Context: an optimization exercise on an open-source flow, tuned for small area, a short achievable clock period and few clock cycles per item. The choices shown serve that exercise and are no tape-out recipe.
Where RTL was checked, it was by simulation tests only, not by an equivalence proof against the original.
Power and IR drop assume default switching activity.

Setup of wip/garnet:
==> flow/design.v (excerpt) <==
module pe8_feeder #(
  parameter int N      = 32,
  parameter int Q      = 19,
  parameter int E8     = 10,
  parameter int PE_LAT = 3
) (
  input  logic            clk,
  input  logic            rst_n,
  input  logic            i_start,
  input  logic [E8-1:0]   i_cfg_en,
  output logic            o_busy,
  input  logic            i_s_valid,
  output logic            o_s_ready,
  input  logic [N-1:0]    i_s_data,
  input  logic [N-1:0]    i_s_weight,
  output logic [14*N-1:0] o_pe_in,
  output logic [14*N-1:0] o_pe_w,
  output logic [E8-1:0]   o_pe_en,
  input  logic [7*N-1:0]  i_pe_res,
  output logic            o_m_valid,
  input  logic            i_m_ready,
  output logic [N-1:0]    o_m_data,
  output logic            o_m_last,
  output logic            o_done
);
  if (Q >= N || PE_LAT < 1) begin : g_param_check
    $error("pe8_feeder: parameters need Q < N and PE_LAT >= 1");
  end
  logic          r_p_v;             
  logic [E8-1:0] r_p_cfg;
  logic          r_l_v;             
  logic [E8-1:0] r_l_cfg;
  logic [3:0]    r_idx;             
  logic          r_s_ready;
  logic          r_b_v;             
  logic [E8-1:0] r_b_cfg;
  logic          r_pe_on;           
  logic [1:0]    r_bc;              
  logic [E8-1:0] r_pe_en;
  logic          r_done;
  logic [N-1:0]  r_sd [14];
  logic [N-1:0]  r_sw [14];
  logic [N-1:0]  r_bd [3];
  logic [N-1:0]  r_bw [3];
  logic [N-1:0]  r_res [7];
  logic [6:0]    r_rv;              
  logic [6:0]    r_rl;              
  logic w_l_full, w_s_hs, w_last_hs, w_start, w_l_take;
  logic w_b_end, w_b_now, w_b_start, w_b_v_nxt, w_pe_on_nxt, w_l_v_nxt;
  logic [3:0] w_idx_nxt;
  ...
Size: ~1,400 flip-flops, about 1,200 I/O pins.
Settings: LEC_CHECK=0, CAP_MARGIN=20, CORE_MARGIN=2, CORE_UTILIZATION=30, CTS_CLUSTER_DIAMETER=100, CTS_CLUSTER_SIZE=25, SETUP_SLACK_MARGIN=1.95, SLEW_MARGIN=20; clock period 4.0 ns.
standard.sh (not shown) runs the stock make flow with config.mk's settings and CLKGATE_MAP_FILE= SYNTH_SCRIPT=/design/flow/synth_recipe.tcl, a recipe that flattens the netlist after the stock synthesis.
==> flow/flow/run.sh <==
#!/bin/bash
# Standard ORFS layout, with every port buffered by buf_1 instead of the default delay-cell
# buffer, and repair free to resize across cell footprints.
set -euo pipefail
bash standard.sh finish \
  "BUFFER_PORTS_ARGS=-buffer_cell sky130_fd_sc_hd__buf_1" \
  MATCH_CELL_FOOTPRINT=0 > flow_make.log 2>&1
Testbench counts of wip/garnet, summed over its fixed seeds: cycles 3,394, jobs 320.
Inputs modified between wip/garnet and wip/sierra:
- CTS_CLUSTER_SIZE now 30, was 25
==> flow/flow/run.sh <==
#!/bin/bash
# Standard ORFS layout, with every port buffered by buf_2 instead of the default delay-cell
# buffer, and repair free to resize across cell footprints.
set -euo pipefail
bash standard.sh finish \
  "BUFFER_PORTS_ARGS=-buffer_cell sky130_fd_sc_hd__buf_2" \
  MATCH_CELL_FOOTPRINT=0 > flow_make.log 2>&1
Notes after the runs:
Comparing wip/garnet against wip/sierra, there is no change at all in post-synthesis mux area share. Any difference in multi-input logic portion of the cell area between wip/sierra and wip/garnet is small enough to ignore. Compared with wip/garnet, in wip/sierra met1 capacity usage during global routing closely matched the old numbers, final period demand of the worst path shrank by 0.012 ns, growth of design area from synthesis to finish held, number of antenna violations at the first check in global routing now larger. Summary — count of TritonRoute iterations in the first routing pass, wip/sierra relative to wip/garnet: lower, by 3. Compared with wip/garnet, wip/sierra shows a lower reg-to-reg setup timing slack. The lower global-route usage came out of wip/garnet. Compared with wip/garnet, in wip/sierra count of mapped cells out of synthesis shows no meaningful change, critical path data arrival time shows no meaningful change.

* * *

Setup of the previous run:
pe8_feeder, a different RTL version from the one above (not shown whole).
Size in the first run: ~2,100 cells after synthesis, roughly 1,200 I/O pins.
Settings: LEC_CHECK=0, CAP_MARGIN=20, CORE_MARGIN=2, CORE_UTILIZATION=30, CTS_CLUSTER_DIAMETER=100, CTS_CLUSTER_SIZE=30, SETUP_SLACK_MARGIN=1.65, SLEW_MARGIN=20; clock period 4.0 ns.
==> flow/flow/run.sh <==
#!/bin/bash
# Standard ORFS layout, with every port buffered by buf_2 instead of the default delay-cell
# buffer, and repair free to resize across cell footprints.
set -euo pipefail
bash standard.sh finish \
  "BUFFER_PORTS_ARGS=-buffer_cell sky130_fd_sc_hd__buf_2" \
  MATCH_CELL_FOOTPRINT=0 > flow_make.log 2>&1
The previous run: no failed stages, no open violations at the end
> inputs changed (the previous run -> the current run)
==> flow/run.sh (new file) <==
#!/bin/bash
# synth_recipe.tcl (not shown) runs the flow's synth.tcl, then flattens the netlist and writes it again
# the make line also repeats each setting of config.mk as NAME=value (left out here)
make -C /OpenROAD-flow-scripts/flow DESIGN_CONFIG=/design/flow/config.mk WORK_HOME=/design/flow/orfs CLKGATE_MAP_FILE= SYNTH_SCRIPT=/design/flow/synth_recipe.tcl finish
removed: flow/flow/run.sh
removed: flow/standard.sh
### Flow results
- Looking at the previous run and the current run, the layout multi-input combinational cell count is a wash.
- The current run -> the previous run: sequential power flat
- Shortest period the worst path allows in the current run is 0.028 ns lower than in the previous run
- Going from the previous run to the current run, total power after layout grew by about 2%, detailed-route wire length on metal 1 up about 1.4%, cell count after placement shows no meaningful change.
No functional check of the RTL was part of any run of this note.

* * *

== the reference run ==
pe8_feeder, a different RTL version from the one above (not shown whole).
Size: ~2200 cells after synthesis, roughly 1200 I/O pins, about 0.043 mm² of cells after synthesis.
clock: 4.0 ns
lec_check: 0
cap_margin: 20
core_margin: 2
core_utilization: 30
cts_cluster_diameter: 100
cts_cluster_size: 25
setup_slack_margin: 1.95
slew_margin: 20
==> flow/flow/run.sh <==
#!/bin/bash
# Standard ORFS layout with three changes: the pins of each data bit share a stretch of the die
# edge (flow/io.tcl, run just before pin placement), every port is buffered by buf_2 instead of
# the default delay-cell buffer, and repair may resize across cell footprints.
set -euo pipefail
bash standard.sh finish \
  "PRE_IO_PLACEMENT_TCL=$PWD/flow/io.tcl" \
  "BUFFER_PORTS_ARGS=-buffer_cell sky130_fd_sc_hd__buf_2" \
  MATCH_CELL_FOOTPRINT=0 > flow_make.log 2>&1
Other scripts of this flow, unchanged in this note and not shown: flow/flow/io.tcl
The reference run finished end to end and its layout was clean on timing, DRC and antenna.
The inputs of the trial run differ from those of the reference run as listed below.
Settings: TNS_END_PERCENT: unset -> 5; SLEW_MARGIN: 20 -> 50.
==> summary.txt <==
- The trial run has completed all stages; timing, DRC and antenna checks passed.
- Post-layout worst setup margin: the trial run and the reference run compared, higher one is the trial run
- Going from the reference run to the trial run, share of async-settable or async-resettable flops after synthesis ~0 delta; global-route wire length before repair -about 0.7%.
No run of this note included a check of the RTL's function; only the layout flow was run.

* * *

== run Z ==
The RTL this note starts from:
==> flow/design.v <==
module pe8_feeder #(
  parameter int N      = 32,
  parameter int Q      = 19,
  parameter int E8     = 10,
  parameter int PE_LAT = 3
) (
  input  logic            clk,
  input  logic            rst_n,
  input  logic            i_start,
  input  logic [E8-1:0]   i_cfg_en,
  output logic            o_busy,
  input  logic            i_s_valid,
  output logic            o_s_ready,
  input  logic [N-1:0]    i_s_data,
  input  logic [N-1:0]    i_s_weight,
  output logic [14*N-1:0] o_pe_in,
  output logic [14*N-1:0] o_pe_w,
  output logic [E8-1:0]   o_pe_en,
  input  logic [7*N-1:0]  i_pe_res,
  output logic            o_m_valid,
  input  logic            i_m_ready,
  output logic [N-1:0]    o_m_data,
  output logic            o_m_last,
  output logic            o_done
);
  if (Q >= N || PE_LAT < 1) begin : g_param_check
    $error("pe8_feeder: parameters need Q < N and PE_LAT >= 1");
  end
  logic          r_p_v;             
  logic [E8-1:0] r_p_cfg;
  logic          r_l_v;             
  logic [E8-1:0] r_l_cfg;
  logic [3:0]    r_idx;             
  logic          r_s_ready;
  logic          r_b_v;             
  logic [E8-1:0] r_b_cfg;
  logic          r_pe_on;           
  logic [1:0]    r_bc;              
  logic [E8-1:0] r_pe_en;
  logic          r_done;
  logic [N-1:0]  r_sd [14];
  logic [N-1:0]  r_sw [14];
  logic [N-1:0]  r_bd [3];
  logic [N-1:0]  r_bw [3];
  logic [N-1:0]  r_res [7];
  logic [6:0]    r_rv;              
  logic [6:0]    r_rl;              
  logic          r_lastv;           
  logic w_l_full, w_s_hs, w_last_hs, w_start, w_l_take;
  logic w_b_end, w_b_now, w_b_start, w_b_v_nxt, w_pe_on_nxt, w_l_v_nxt;
  logic [3:0] w_idx_nxt;
  logic w_m_hs, w_cap, w_cap_full;
  logic [6:0] w_t, w_rv_sh, w_rv_nxt;
  logic w_rl0_nxt;
  assign w_l_full  = r_l_cfg[E8-1];
  assign w_s_hs    = i_s_valid & r_s_ready;
  assign w_last_hs = w_s_hs & (r_idx == (w_l_full ? 4'd7 : 4'd13));
  assign w_start   = i_start & ~r_p_v;
  assign w_l_take  = (~r_l_v | w_last_hs) & (r_p_v | w_start);
  assign w_l_v_nxt = w_l_take | (r_l_v & ~w_last_hs);
  assign w_idx_nxt = w_l_take ? 4'd0 : (w_s_hs ? r_idx + 4'd1 : r_idx);
  assign w_b_end   = r_pe_on & (r_bc == 2'd3);
  assign w_b_now   = w_last_hs & ~r_pe_on &
                     (w_l_full ? (r_rv[6:4] == 3'd0) : (r_rv == 7'd0));
  assign w_b_start = r_b_v & ~r_pe_on &
                     (r_b_cfg[E8-1] ? (r_rv[6:4] == 3'd0) : (r_rv == 7'd0));
  assign w_pe_on_nxt = w_b_now | w_b_start | (r_pe_on & ~w_b_end);
  assign w_b_v_nxt   = w_last_hs | (r_b_v & ~w_b_end);
  assign w_s_ready_nxt = w_l_v_nxt & ((w_idx_nxt < 4'd3) | ~w_b_v_nxt |
                                      (w_pe_on_nxt & r_pe_on & (r_bc == 2'd2)));
  always_ff @(posedge clk or negedge rst_n) begin
    if (!rst_n) begin
      r_p_v     <= 1'b0;
      r_l_v     <= 1'b0;
      r_s_ready <= 1'b0;
      r_b_v     <= 1'b0;
      r_pe_on   <= 1'b0;
      r_rv      <= 7'd0;
      r_lastv   <= 1'b0;
    end else begin
      r_p_v     <= r_p_v ? ~w_l_take : (w_start & ~w_l_take);
      r_l_v     <= w_l_v_nxt;
      r_s_ready <= w_s_ready_nxt;
      r_b_v     <= w_b_v_nxt;
      r_pe_on   <= w_pe_on_nxt;
      r_rv      <= w_rv_nxt;
      r_lastv   <= w_rv_nxt[0] & w_rl0_nxt;
    end
  end
  always_ff @(posedge clk) begin
    if (!rst_n) begin
      r_pe_en <= {E8{1'b0}};
      r_done  <= 1'b0;
    end else begin
      r_pe_en <= w_b_now ? r_l_cfg : (w_pe_on_nxt ? r_b_cfg : {E8{1'b0}});
      r_done  <= i_m_ready & r_lastv;
    end
  end
  always_ff @(posedge clk) begin
    r_idx <= w_idx_nxt;
    r_bc  <= r_pe_on ? r_bc + 2'd1 : 2'd0;
    if (w_start & ~r_p_v & ~w_l_take) r_p_cfg <= i_cfg_en;
    if (w_l_take) r_l_cfg <= r_p_v ? r_p_cfg : i_cfg_en;
    if (w_last_hs) r_b_cfg <= r_l_cfg;
  end
  logic          w_s_ready_nxt, w_l_full_nxt;
  logic [2:0]    r_we_b;            
  logic [13:0]   r_we_s;            
  logic          r_zero;            
  logic [N-1:0]  w_zd, w_zw;
  assign w_l_full_nxt = w_l_take ? (r_p_v ? r_p_cfg[E8-1] : i_cfg_en[E8-1]) : w_l_full;
  assign w_zd = r_zero ? {N{1'b0}} : i_s_data;
  assign w_zw = r_zero ? {N{1'b0}} : i_s_weight;
  always_ff @(posedge clk) begin
    for (int k = 0; k < 3; k++) r_we_b[k] <= w_l_v_nxt & (w_idx_nxt == 4'(k));
    for (int k = 0; k < 3; k++) r_we_s[k] <= w_s_ready_nxt & (w_idx_nxt == 4'd3);
    for (int k = 3; k < 8; k++) r_we_s[k] <= w_s_ready_nxt & (w_idx_nxt == 4'(k));
    for (int k = 8; k < 14; k++)
      r_we_s[k] <= w_s_ready_nxt & ((w_idx_nxt == 4'(k)) | ((w_idx_nxt == 4'd3) & w_l_full_nxt));
    r_zero <= (w_idx_nxt == 4'd3);
  end
  always_ff @(posedge clk) begin
    for (int k = 0; k < 3; k++) begin
      if (r_we_b[k]) begin
        r_bd[k] <= i_s_data;
        r_bw[k] <= i_s_weight;
      end
      if (r_we_s[k]) begin
        r_sd[k] <= r_bd[k];
        r_sw[k] <= r_bw[k];
      end
    end
    for (int k = 3; k < 8; k++) begin
      if (r_we_s[k]) begin
        r_sd[k] <= i_s_data;
        r_sw[k] <= i_s_weight;
      end
    end
    for (int k = 8; k < 14; k++) begin
      if (r_we_s[k]) begin
        r_sd[k] <= w_zd;
        r_sw[k] <= w_zw;
      end
    end
  end
  logic r_cap;                      
  logic r_cap_lo;                   
  logic [N-1:0] w_res4;
  assign w_m_hs = r_rv[0] & i_m_ready;
  always_comb begin
    w_t[0] = w_m_hs | ~r_rv[0];
    for (int k = 1; k < 7; k++) w_t[k] = w_t[k-1] | ~r_rv[k];
  end
  assign w_rv_sh    = ({1'b0, r_rv[6:1]} & w_t) | (r_rv & ~w_t);
  assign w_cap      = r_cap;
  assign w_cap_full = r_b_cfg[E8-1];
  assign w_res4     = w_cap_full ? i_pe_res[N-1:0] : i_pe_res[4*N +: N];
  assign w_rv_nxt   = w_cap ? (w_cap_full ? (r_cap_lo ? 7'b0000001 : w_rv_sh | 7'b0010000)
                                          : 7'b1111111)
                            : w_rv_sh;
  assign w_rl0_nxt  = r_cap_lo ? w_cap_full : (w_t[0] ? r_rl[1] : r_rl[0]);
  always_ff @(posedge clk or negedge rst_n) begin
    if (!rst_n) begin
      r_cap    <= 1'b0;
      r_cap_lo <= 1'b0;
    end else begin
      r_cap    <= r_pe_on & (r_bc == 2'd2);
      r_cap_lo <= r_pe_on & (r_bc == 2'd2) & (~r_b_cfg[E8-1] | (w_rv_sh == 7'd0));
    end
  end
  always_ff @(posedge clk) begin
    for (int k = 0; k < 4; k++) begin
      if (r_cap_lo) begin
        r_res[k] <= i_pe_res[k*N +: N];
        r_rl[k]  <= (k == 0) & w_cap_full;
      end else if (w_t[k]) begin
        r_res[k] <= r_res[k+1];
        r_rl[k]  <= r_rl[k+1];
      end
    end
    for (int k = 4; k < 6; k++) begin
      if (r_cap) begin
        r_res[k] <= (k == 4) ? w_res4 : i_pe_res[k*N +: N];
        r_rl[k]  <= (k == 4) & w_cap_full;
      end else if (w_t[k]) begin
        r_res[k] <= r_res[k+1];
        r_rl[k]  <= r_rl[k+1];
      end
    end
    if (r_cap) begin
      r_res[6] <= i_pe_res[6*N +: N];
      r_rl[6]  <= 1'b1;
    end
  end
  for (genvar k = 0; k < 14; k++) begin : g_slot
    assign o_pe_in[k*N +: N] = r_sd[k];
    assign o_pe_w[k*N +: N]  = r_sw[k];
  end
  assign o_busy    = r_p_v;
  assign o_s_ready = r_s_ready;
  assign o_pe_en   = r_pe_en;
  assign o_m_valid = r_rv[0];
  assign o_m_data  = r_res[0];
  assign o_m_last  = r_rl[0];
  assign o_done    = r_done;
endmodule
Settings: LEC_CHECK=0, CAP_MARGIN=20, CORE_MARGIN=2, CORE_UTILIZATION=30, CTS_CLUSTER_DIAMETER=100, CTS_CLUSTER_SIZE=25, SETUP_SLACK_MARGIN=1.95, SLEW_MARGIN=20; clock period 4.0 ns.
==> flow/flow/io.tcl <==
# Pin regions: the pins of each data bit b (i_s_data/i_s_weight[b], o_pe_in/o_pe_w[32*s+b],
# i_pe_res[32*w+b], o_m_data[b]) share one stretch of the die edge, so the registers of that
# bit sit next to their pins. The control pins get a stretch of their own.
set block [ord::get_db_block]
set dbu [[ord::get_db_tech] getDbUnitsPerMicron]
set die [$block getDieArea]
set W [expr {([$die xMax] - [$die xMin]) / double($dbu)}]
set H [expr {([$die yMax] - [$die yMin]) / double($dbu)}]

proc esc {name idx} { return "$name\[$idx\]" }

set groups {}
for {set b 0} {$b < 32} {incr b} {
  set pins {}
  lappend pins [esc i_s_data $b] [esc i_s_weight $b] [esc o_m_data $b]
  for {set s 0} {$s < 14} {incr s} {
    lappend pins [esc o_pe_in [expr {32 * $s + $b}]] [esc o_pe_w [expr {32 * $s + $b}]]
  }
  for {set w 0} {$w < 7} {incr w} { lappend pins [esc i_pe_res [expr {32 * $w + $b}]] }
  lappend groups $pins
}
set ctl {clk rst_n i_start o_busy i_s_valid o_s_ready o_m_valid i_m_ready o_m_last o_done}
for {set i 0} {$i < 10} {incr i} { lappend ctl [esc i_cfg_en $i] [esc o_pe_en $i] }
# control pins in the middle of the sequence, so they sit mid-way along an edge
set order [concat [lrange $groups 0 15] [list $ctl] [lrange $groups 16 31]]

# walk the edges: bottom (left to right), right (bottom to top), top (right to left), left (top to
# bottom); the vertical-layer pins of the bottom and top edges pack closer, so those edges take more
set counts {10 6 10 7}
set margin 4.0
set i 0
for {set side 0} {$side < 4} {incr side} {
  set cnt [lindex $counts $side]
  if {$side == 0 || $side == 2} { set len $W } else { set len $H }
  set step [expr {($len - 2 * $margin) / $cnt}]
  for {set k 0} {$k < $cnt} {incr k} {
    set pins [lindex $order $i]
    set a [expr {$margin + $k * $step}]
    set e [expr {$a + $step}]
    switch $side {
      0 { set reg "bottom:[format %.2f $a]-[format %.2f $e]" }
      1 { set reg "right:[format %.2f $a]-[format %.2f $e]" }
      2 { set reg "top:[format %.2f [expr {$len - $e}]]-[format %.2f [expr {$len - $a}]]" }
      3 { set reg "left:[format %.2f [expr {$len - $e}]]-[format %.2f [expr {$len - $a}]]" }
    }
    set_io_pin_constraint -region $reg -pin_names $pins
    incr i
  }
}
Scripts as last shown in full above: flow/flow/run.sh
Run Z closes out successfully: all stages finished, all timing, DRC and antenna checks passed.
Testbench counts of run Z, summed over its fixed seeds: cycles 3,394, jobs 320.
What run H does differently from run Z at the input level:
-- flow/config.mk --
<<< run Z, line 13
export SETUP_SLACK_MARGIN = 1.95
export SLEW_MARGIN = 20
>>> run H, line 13
export SETUP_SLACK_MARGIN = 1.95
export SLEW_MARGIN = 50
export TNS_END_PERCENT = 5
Findings:
Looking only at final critical delay including setup and external delays, and setting everything else aside, the higher value of run Z and run H goes to run H.
For summed instance area of the synthesized netlist, run Z and run H come out practically identical.
In the metrics for run Z and run H, the one carrying the lower part of the total power dissipated in the clock network is run H.
Comparing run Z and run H, the higher setup slack was measured on run Z.
Changes observed in run H relative to run Z: layout overhead on the synthesized area has increased, detailed-route vias per instance fell by 0.35%.

-- static timing again, ports no longer ideal --
In the flow no input, the clock included, has a driving cell. The finished layouts below were timed again as built, in two steps. Step 1 sets driving cells, clkbuf_16 on the clock port and buf_2 on the other inputs (assumed; they add their load-dependent delay and slew). Step 2, shift: input delay + t, output delay - t, t = (earliest + latest rising clock arrival at the registers) / 2. This alone moves slack from input paths to output paths. Three values: ideal, step 1, step 2; two values: the first two.
run	shift t [ns]	setup WS [ns]	hold WS [ns]	worst setup path at the end	worst register clock-pin slew, ns
wip/garnet	0.754	1.782 / 1.708 / 1.533	0.104 / 0.088 / 0.394	input to register	0.10 / 0.10
wip/sierra	0.762	1.794 / 1.722 / 1.662	0.096 / 0.098 / 0.390	input to register	0.12 / 0.12
the previous run	0.746	1.633 / 1.633 / 1.445	0.105 / 0.093 / 0.407	input to register	0.12 / 0.12
the current run	0.746	1.661 / 1.654 / 1.131	0.083 / 0.079 / 0.395	input to register	0.12 / 0.12
the reference run	0.758	0.891 / 0.891 / 0.350	0.269 / 0.231 / 0.406	input to register	0.10 / 0.10
the trial run	0.750	0.899 / 0.899 / 0.375	0.065 / 0.007 / 0.413	input to register	0.11 / 0.11
run Z	0.748	1.930 / 1.849 / 1.389	0.086 / 0.036 / 0.406	input to register	0.10 / 0.10
run H	0.748	1.916 / 1.833 / 1.399	0.289 / 0.257 / 0.415	input to register	0.10 / 0.10
After both steps every run listed still meets setup and hold.
